Source: an optimization exercise on an open RTL-to-GDS flow (aim: small area and a short achievable clock period). Production flows keep margins and buffers that such runs may drop.
At most, simulation tests tie the RTL to the original design; equivalence was not proved.
No activity file was given, so power comes from the tool's default toggle rates.

==> trial 9: inputs <==
==> flow/design.v <==
package cr16IsaPkg;
	typedef enum logic [3:0] {
		OP_REG   = 4'b0000,  
		OP_ANDI  = 4'b0001,
		OP_ORI   = 4'b0010,
		OP_XORI  = 4'b0011,
		OP_ADDI  = 4'b0101,
		OP_SHIFT = 4'b1000,  
		OP_SUBI  = 4'b1001,
		OP_CMPI  = 4'b1011,
		OP_MOVI  = 4'b1101,
		OP_LUI   = 4'b1111
	} opcodeT;
	typedef enum logic [3:0] {
		EXT_LSHI = 4'b0000,  
		EXT_AND  = 4'b0001,
		EXT_OR   = 4'b0010,
		EXT_XOR  = 4'b0011,
		EXT_LSH  = 4'b0100,
		EXT_ADD  = 4'b0101,
		EXT_SUB  = 4'b1001,
		EXT_CMP  = 4'b1011,
		EXT_MOV  = 4'b1101
	} extT;
	localparam int unsigned OP_MSB       = 15;
	localparam int unsigned OP_LSB       = 12;
	localparam int unsigned DST_MSB      = 11;  
	localparam int unsigned DST_LSB      = 8;
	localparam int unsigned EXT_MSB      = 7;
	localparam int unsigned EXT_LSB      = 4;
	localparam int unsigned SRC_MSB      = 3;   
	localparam int unsigned SRC_LSB      = 0;
	localparam int unsigned IMM_MSB      = 7;
	localparam int unsigned IMM_LSB      = 0;
	localparam int unsigned CNT_SIGN_BIT = 4;   
	localparam int unsigned IMM_WIDTH    = IMM_MSB - IMM_LSB + 1;
endpackage
package cr16DpPkg;
	typedef enum logic [2:0] {
		ALU_ADD = 3'b000,
		ALU_AND = 3'b001,
		ALU_OR  = 3'b010,
		ALU_XOR = 3'b011,
		ALU_SUB = 3'b100
	} aluOpT;
	typedef enum logic [1:0] {
		RES_ALU   = 2'b00,
		RES_SHIFT = 2'b01,
		RES_OPB   = 2'b10,  
		RES_LUI   = 2'b11
	} resultSrcT;
	typedef enum logic [1:0] {
		FLAG_NONE  = 2'b00,
		FLAG_ARITH = 2'b01,  
		FLAG_CMP   = 2'b10   
	} flagUpdT;
endpackage
`timescale 1ns/10ps
module readSel #(
	parameter bit HAS_EN = 1'b1
) (
	input  logic [4-1:0] addr,
	input  logic                       en,         
	input  logic [16-1:0]      current,    
	input  logic [4-1:0] wbReg,
	output logic [16-1:0]      sel,        
	output logic                       bypass      
);
	always_comb begin
		for (int i = 0; i < 16; i++) begin
			sel[i] = (en | ~HAS_EN) & current[i] & (addr == i);
		end
	end
	assign bypass = (en | ~HAS_EN) & (addr == wbReg);
endmodule
module readMux #(
	parameter bit HAS_EXTRA = 1'b1
) (
	input  logic [16-1:0]                    sel,
	input  logic                                     bypass,
	input  logic [16*16-1:0]        words,
	input  logic [16-1:0]                   wbData,
	input  logic [16-1:0]                   extra,    
	output logic [16-1:0]                   data
);
	always_comb begin
		data = ({16{HAS_EXTRA}} & extra) | ({16{bypass}} & wbData);
		for (int i = 0; i < 16; i++) begin
			data = data | ({16{sel[i]}} & words[i*16 +: 16]);
		end
	end
endmodule
`timescale 1ns/10ps
module alu
(
	input  logic [16-1:0] regSrc,       
	input  logic [16-1:0] regDst,       
	input  logic                   sub,          
	input  logic                   arith,        
	input  logic [3:1]             lut,          
	output logic [16-1:0] half,         
	output logic [16:0]   carry,        
	output logic                   equal         
);
	localparam int W = 16;
	logic [W-1:0] a, b, p, g;
	assign a = regDst;
	assign b = regSrc ^ {W{sub}};
	assign p = a ^ b;
	assign g = a & b & {W{arith}};
	always_comb begin
		for (int i = 0; i < W; i++) begin
			half[i] = b[i] ? (a[i] ? lut[3] : lut[1]) : (a[i] & lut[2]);
		end
	end
	logic [W-1:0] gg [0:4];
	logic [W-1:0] pp [0:4];
	always_comb begin
		gg[0] = g;
		pp[0] = p;
		gg[0][0] = g[0] | (p[0] & sub);
		for (int l = 0; l < 4; l++) begin
			gg[l+1] = gg[l];
			pp[l+1] = pp[l];
			for (int i = 0; i < W; i++) begin
				if ((i >> l) & 1) begin
					gg[l+1][i] = gg[l][i] | (pp[l][i] & gg[l][((i >> l) << l) - 1]);
					pp[l+1][i] = pp[l][i] & pp[l][((i >> l) << l) - 1];
				end
			end
		end
	end
	assign carry = {gg[4], sub};
	assign equal = &p;
endmodule
module carryMux
(
	input  logic [16-1:0] carry,
	input  logic [16-1:0] if0,
	input  logic [16-1:0] if1,
	output logic [16-1:0] out
);
	always_comb begin
		for (int i = 0; i < 16; i++) begin
			out[i] = carry[i] ? if1[i] : if0[i];
		end
	end
endmodule
`timescale 1ns/10ps
module shifter (
	input  logic [16-1:0] value,        
	input  logic [4:0]             shiftCount,   
	output logic [16-1:0] shiftResult
);
	localparam int W = 16;
	logic [W-1:0] r1, r2, r4, r8, keep;
	assign r1 = shiftCount[0] ? {value[W-2:0], value[W-1]} : value;
	assign r2 = shiftCount[1] ? {r1[W-3:0], r1[W-1:W-2]}   : r1;
	assign r4 = shiftCount[2] ? {r2[W-5:0], r2[W-1:W-4]}   : r2;
	assign r8 = shiftCount[3] ? {r4[W-9:0], r4[W-1:W-8]}   : r4;
	always_comb begin
		for (int j = 0; j < W; j++) begin
			keep[j] = (j >= shiftCount[3:0]) ^ shiftCount[4];
		end
	end
	assign shiftResult = r8 & keep;
endmodule
`timescale 1ns/10ps
module execControl
(
	input  logic                       instrValid,
	input  logic [15:0]                instr,
	output logic                       srcIsReg,     
	output logic [16-1:0]     immB,         
	output logic                       sub,
	output logic                       arith,
	output logic [3:1]                 lut,
	output logic                       countImm,     
	output logic                       wrEn,
	output logic                       wrAlu,        
	output logic                       wrShift,      
	output logic                       updArith,
	output logic                       updCmp
);
	logic [3:0] op, ext;
	logic [7:0] imm;
	logic       isReg, isAnd, isOr, isXor, isAdd, isSub, isCmp, isMov, isLui, isShift;
	logic       knownAlu;
	assign op  = instr[15:12];
	assign ext = instr[7:4];
	assign imm = instr[7:0];
	assign isReg    = (op == 4'h0);
	assign isAnd    = isReg ? (ext == 4'h1) : (op == 4'h1);
	assign isOr     = isReg ? (ext == 4'h2) : (op == 4'h2);
	assign isXor    = isReg ? (ext == 4'h3) : (op == 4'h3);
	assign isAdd    = isReg ? (ext == 4'h5) : (op == 4'h5);
	assign isSub    = isReg ? (ext == 4'h9) : (op == 4'h9);
	assign isCmp    = isReg ? (ext == 4'hB) : (op == 4'hB);
	assign isMov    = isReg ? (ext == 4'hD) : (op == 4'hD);
	assign isLui    = (op == 4'hF);
	assign countImm = (ext[3:1] == 3'b000);
	assign isShift  = (op == 4'h8) && ((ext == 4'h4) || countImm);
	assign srcIsReg = isReg | (op == 4'h8);
	always_comb begin
		if (srcIsReg)
			immB = '0;
		else if (op == 4'hF)
			immB = {imm, 8'h00};
		else if (op[3] ^ op[2])  
			immB = {{8{imm[7]}}, imm};
		else
			immB = {8'h00, imm};
	end
	assign sub   = isSub | isCmp;
	assign arith = isAdd | isSub | isCmp;
	assign lut[1] = ~isAnd;
	assign lut[2] = ~(isAnd | isMov | isLui);
	assign lut[3] = isAnd | isOr | isMov | isLui;
	assign knownAlu = isAnd | isOr | isXor | isAdd | isSub | isMov | isLui;
	assign wrAlu    = instrValid & knownAlu;
	assign wrShift  = instrValid & isShift;
	assign wrEn     = wrAlu | wrShift;
	assign updArith = instrValid & (isAdd | isSub);
	assign updCmp   = instrValid & isCmp;
endmodule
`timescale 1ns/10ps
module execCore
(
	input  logic                       clk,
	input  logic                       rstN,
	input  logic                       instrValid,
	input  logic [15:0]                instr,
	output logic                       wbValid,
	output logic [4-1:0] wbReg,
	output logic [16-1:0]     wbData,
	output logic                       carry,
	output logic                       low,
	output logic                       overflow,
	output logic                       zero,
	output logic                       negative
);
	localparam int W = 16;
	localparam int N = 16;
	logic [4-1:0] srcAddr, dstAddr;
	logic [W-1:0]   regs [N];
	logic [N*W-1:0] words;
	logic [N-1:0]   current, wbHit, dstHit;
	logic         srcIsReg, sub, arith, countImm, wrEn, wrAlu, wrShift, updArith, updCmp;
	logic [W-1:0] immB;
	logic [3:1]   lut;
	assign dstAddr = instr[11:8];
	assign srcAddr = instr[3:0];
	execControl i_control (
		.instrValid (instrValid),
		.instr      (instr),
		.srcIsReg   (srcIsReg),
		.immB       (immB),
		.sub        (sub),
		.arith      (arith),
		.lut        (lut),
		.countImm   (countImm),
		.wrEn       (wrEn),
		.wrAlu      (wrAlu),
		.wrShift    (wrShift),
		.updArith   (updArith),
		.updCmp     (updCmp)
	);
	logic [N-1:0] srcSel, dstSel;
	logic         srcBypass, dstBypass;
	logic [W-1:0] opB, dstData;
	always_comb begin
		for (int i = 0; i < N; i++) begin
			words[i*W +: W] = regs[i];
			wbHit[i]        = (wbReg == i);
			dstHit[i]       = (dstAddr == i);
		end
	end
	readSel i_srcSel (
		.addr    (srcAddr),
		.en      (srcIsReg),
		.current (current),
		.wbReg   (wbReg),
		.sel     (srcSel),
		.bypass  (srcBypass)
	);
	readSel #(.HAS_EN(1'b0)) i_dstSel (
		.addr    (dstAddr),
		.en      (1'b1),
		.current (current),
		.wbReg   (wbReg),
		.sel     (dstSel),
		.bypass  (dstBypass)
	);
	readMux i_srcMux (
		.sel    (srcSel),
		.bypass (srcBypass),
		.words  (words),
		.wbData (wbData),
		.extra  (immB),
		.data   (opB)
	);
	readMux #(.HAS_EXTRA(1'b0)) i_dstMux (
		.sel    (dstSel),
		.bypass (dstBypass),
		.words  (words),
		.wbData (wbData),
		.extra  ({W{1'b0}}),
		.data   (dstData)
	);
	logic [W-1:0] half, shiftResult, other, if0, if1, wbNext;
	logic [W:0]   aluCarry;
	logic         equal;
	logic [4:0]   shiftCount;
	alu i_alu (
		.regSrc (opB),
		.regDst (dstData),
		.sub    (sub),
		.arith  (arith),
		.lut    (lut),
		.half   (half),
		.carry  (aluCarry),
		.equal  (equal)
	);
	assign shiftCount = countImm ? instr[4:0] : opB[4:0];
	shifter i_shifter (
		.value       (dstData),
		.shiftCount  (shiftCount),
		.shiftResult (shiftResult)
	);
	assign other = wrShift ? shiftResult : wbData;
	assign if0   = wrAlu ? half  : other;
	assign if1   = wrAlu ? ~half : other;
	carryMux i_carryMux (
		.carry (aluCarry[W-1:0]),
		.if0   (if0),
		.if1   (if1),
		.out   (wbNext)
	);
	always_ff @(posedge clk or negedge rstN) begin
		if (!rstN) begin
			wbValid  <= 1'b0;
			wbReg    <= '0;
			wbData   <= '0;
			current  <= '0;
			carry    <= 1'b0;
			low      <= 1'b0;
			overflow <= 1'b0;
			zero     <= 1'b0;
			negative <= 1'b0;
		end else begin
			wbValid <= wrEn;
			if (wrEn)
				wbReg <= dstAddr;
			wbData  <= wbNext;
			current <= ~(dstHit & {N{wrEn}}) & (current | (wbHit & {N{wrEn}}));
			if (updArith) begin
				carry    <= aluCarry[W] ^ sub;
				overflow <= aluCarry[W] ^ aluCarry[W-1];
			end
			if (updCmp) begin
				low      <= ~aluCarry[W];
				zero     <= equal;
				negative <= dstData[W-1] ^ opB[W-1] ^ ~aluCarry[W];
			end
		end
	end
	always_ff @(posedge clk) begin
		for (int i = 0; i < N; i++) begin
			if (wbHit[i])
				regs[i] <= wbData;
		end
	end
endmodule
==> flow/run.sh <==
#!/bin/bash
# synth_recipe.tcl (not shown) runs the flow's synth.tcl, then flattens the netlist and writes it again
# the make line also repeats each setting of config.mk as NAME=value (left out here)
make -C /OpenROAD-flow-scripts/flow DESIGN_CONFIG=/design/flow/config.mk WORK_HOME=/design/flow/orfs CLKGATE_MAP_FILE= SYNTH_SCRIPT=/design/flow/synth_recipe.tcl finish
==> flow/config.mk <==
export PLATFORM = sky130hd
export DESIGN_NAME = execCore
export DESIGN_NICKNAME = execCore
export VERILOG_FILES = /design/flow/design.v
export SDC_FILE = /design/flow/constraint.sdc
export NUM_CORES = 4
export LEC_CHECK = 0
export CAP_MARGIN = 20
export CORE_MARGIN = 2
export CORE_UTILIZATION = 40
export SETUP_SLACK_MARGIN = 1.5
export SLEW_MARGIN = 20
export SYNTH_HIERARCHICAL = 1
==> flow/constraint.sdc <==
create_clock -name core_clock -period 5.5 [get_ports {clk}]
set_input_delay 1.1000 -clock core_clock [delete_from_list [all_inputs] [get_ports {clk}]]
set_output_delay 1.1000 -clock core_clock [all_outputs]
set_load 0.01 [all_outputs]
==> inputs of trial 5, as changes to trial 9 <==
--- a/flow/design.v
+++ b/flow/design.v
@@ -103,11 +103,12 @@
 	output logic                   equal         
 );
 	localparam int W = 16;
-	logic [W-1:0] a, b, p, g;
-	assign a = regDst;
-	assign b = regSrc ^ {W{sub}};
-	assign p = a ^ b;
-	assign g = a & b & {W{arith}};
+	logic [W-1:0] a, b, bg, p, g;
+	assign a  = regDst;
+	assign b  = regSrc ^ {W{sub}};
+	assign bg = ~(regSrc ^ {W{~sub}});
+	assign p  = a ^ b;
+	assign g  = a & bg & {W{arith}};
 	always_comb begin
 		for (int i = 0; i < W; i++) begin
 			half[i] = b[i] ? (a[i] ? lut[3] : lut[1]) : (a[i] & lut[2]);
@@ -245,6 +246,7 @@
 	logic [W-1:0]   regs [N];
 	logic [N*W-1:0] words;
 	logic [N-1:0]   current, wbHit, dstHit;
+	logic [4-1:0] wbRegN;  
 	logic         srcIsReg, sub, arith, countImm, wrEn, wrAlu, wrShift, updArith, updCmp;
 	logic [W-1:0] immB;
 	logic [3:1]   lut;
@@ -279,7 +281,7 @@
 		.addr    (srcAddr),
 		.en      (srcIsReg),
 		.current (current),
-		.wbReg   (wbReg),
+		.wbReg   (~wbRegN),
 		.sel     (srcSel),
 		.bypass  (srcBypass)
 	);
@@ -287,7 +289,7 @@
 		.addr    (dstAddr),
 		.en      (1'b1),
 		.current (current),
-		.wbReg   (wbReg),
+		.wbReg   (~wbRegN),
 		.sel     (dstSel),
 		.bypass  (dstBypass)
 	);
@@ -340,6 +342,7 @@
 		if (!rstN) begin
 			wbValid  <= 1'b0;
 			wbReg    <= '0;
+			wbRegN   <= '1;
 			wbData   <= '0;
 			current  <= '0;
 			carry    <= 1'b0;
@@ -349,8 +352,10 @@
 			negative <= 1'b0;
 		end else begin
 			wbValid <= wrEn;
-			if (wrEn)
-				wbReg <= dstAddr;
+			if (wrEn) begin
+				wbReg  <= dstAddr;
+				wbRegN <= ~dstAddr;
+			end
 			wbData  <= wbNext;
 			current <= ~(dstHit & {N{wrEn}}) & (current | (wbHit & {N{wrEn}}));
 			if (updArith) begin
==> flow/flow/run.sh (new file) <==
#!/bin/bash
# The standard layout, with plain buffers on the ports (instead of the delay
# cells buffer_ports picks by default) and a clock tree without dummy loads.
set -euo pipefail
bash standard.sh finish \
  "BUFFER_PORTS_ARGS=-buffer_cell sky130_fd_sc_hd__buf_2" \
  "CTS_ARGS=-sink_clustering_enable -repair_clock_nets -dont_use_dummy_load" \
  > make_finish.log 2>&1
==> flow/standard.sh (new file) <==
#!/bin/bash
# synth_recipe.tcl (not shown) runs the flow's synth.tcl, then flattens the netlist and writes it again
# the make line also repeats each setting of config.mk as NAME=value (left out here)
make -C /OpenROAD-flow-scripts/flow DESIGN_CONFIG=/design/flow/config.mk WORK_HOME=/design/flow/orfs CLKGATE_MAP_FILE= SYNTH_SCRIPT=/design/flow/synth_recipe.tcl "${@:-finish}"
removed: flow/run.sh
==> inputs of build 11, as changes to trial 9 <==
==> flow/flow/run.sh (new file) <==
#!/bin/bash
# The standard layout, with plain buffers on the ports (instead of the delay
# cells buffer_ports picks by default) and a clock tree without dummy loads.
set -euo pipefail
bash standard.sh finish \
  "BUFFER_PORTS_ARGS=-buffer_cell sky130_fd_sc_hd__buf_2" \
  "CTS_ARGS=-sink_clustering_enable -repair_clock_nets -dont_use_dummy_load" \
  > make_finish.log 2>&1
==> flow/standard.sh (new file) <==
#!/bin/bash
# synth_recipe.tcl (not shown) runs the flow's synth.tcl, then flattens the netlist and writes it again
# the make line also repeats each setting of config.mk as NAME=value (left out here)
make -C /OpenROAD-flow-scripts/flow DESIGN_CONFIG=/design/flow/config.mk WORK_HOME=/design/flow/orfs CLKGATE_MAP_FILE= SYNTH_SCRIPT=/design/flow/synth_recipe.tcl "${@:-finish}"
removed: flow/run.sh
==> summary of the runs <==
- Against trial 9, the synthesized cell count of trial 5 is larger by 7.4%.
- In build 11 the non-clock buffer count is lower than in trial 9, by 80.
- Between trial 9 and build 11, the lower power is in build 11 (gap about 9%, measured against build 11).
- The highest worst setup slack belongs to build 11, the lowest to trial 5.
- In build 11 the combinational power is smaller than in trial 5, by about 5%.
- Count of clock-buffer cells in the layout: trial 9 > trial 5 > build 11.
- The lowest global-route usage belongs to build 11, the highest to trial 5.
For trial 5, only the layout was checked, not whether the RTL still works.

separate check: timing with driven ports:
The results above use ideal ports. As a check the final layouts listed here were re-extracted and re-timed, cells and wires unchanged. Step 1, drivers: a clkbuf_16 drives clk and a buf_2 each remaining input, both assumed. Step 2 moves the port delays by t, midway between the first and last clock arrival at a register: inputs arrive t later, outputs are due t later. That takes back most of the time a late clock gives input paths. Three values: no drivers, after step 1, after step 2; two values: the first two.
run | shift t [ns] | slack for setup (ns) | hold slack, ns | worst setup path at the end | worst slew at a driven data input, ns
trial 9 | 0.579 | 0.690 / 0.717 / 0.139 | 0.528 / 0.528 / 0.528 | input to register | 0.04
trial 5 | 0.569 | 0.649 / 0.640 / 0.071 | 0.508 / 0.508 / 0.508 | input to register | 0.06
build 11 | 0.562 | 0.872 / 0.859 / 0.296 | 0.525 / 0.525 / 0.525 | input to register | 0.06
After both steps every run listed still meets setup and hold. The setup slack of trial 5, which loses most, moves by -0.009 ns with the drivers and by -0.578 ns with both steps.
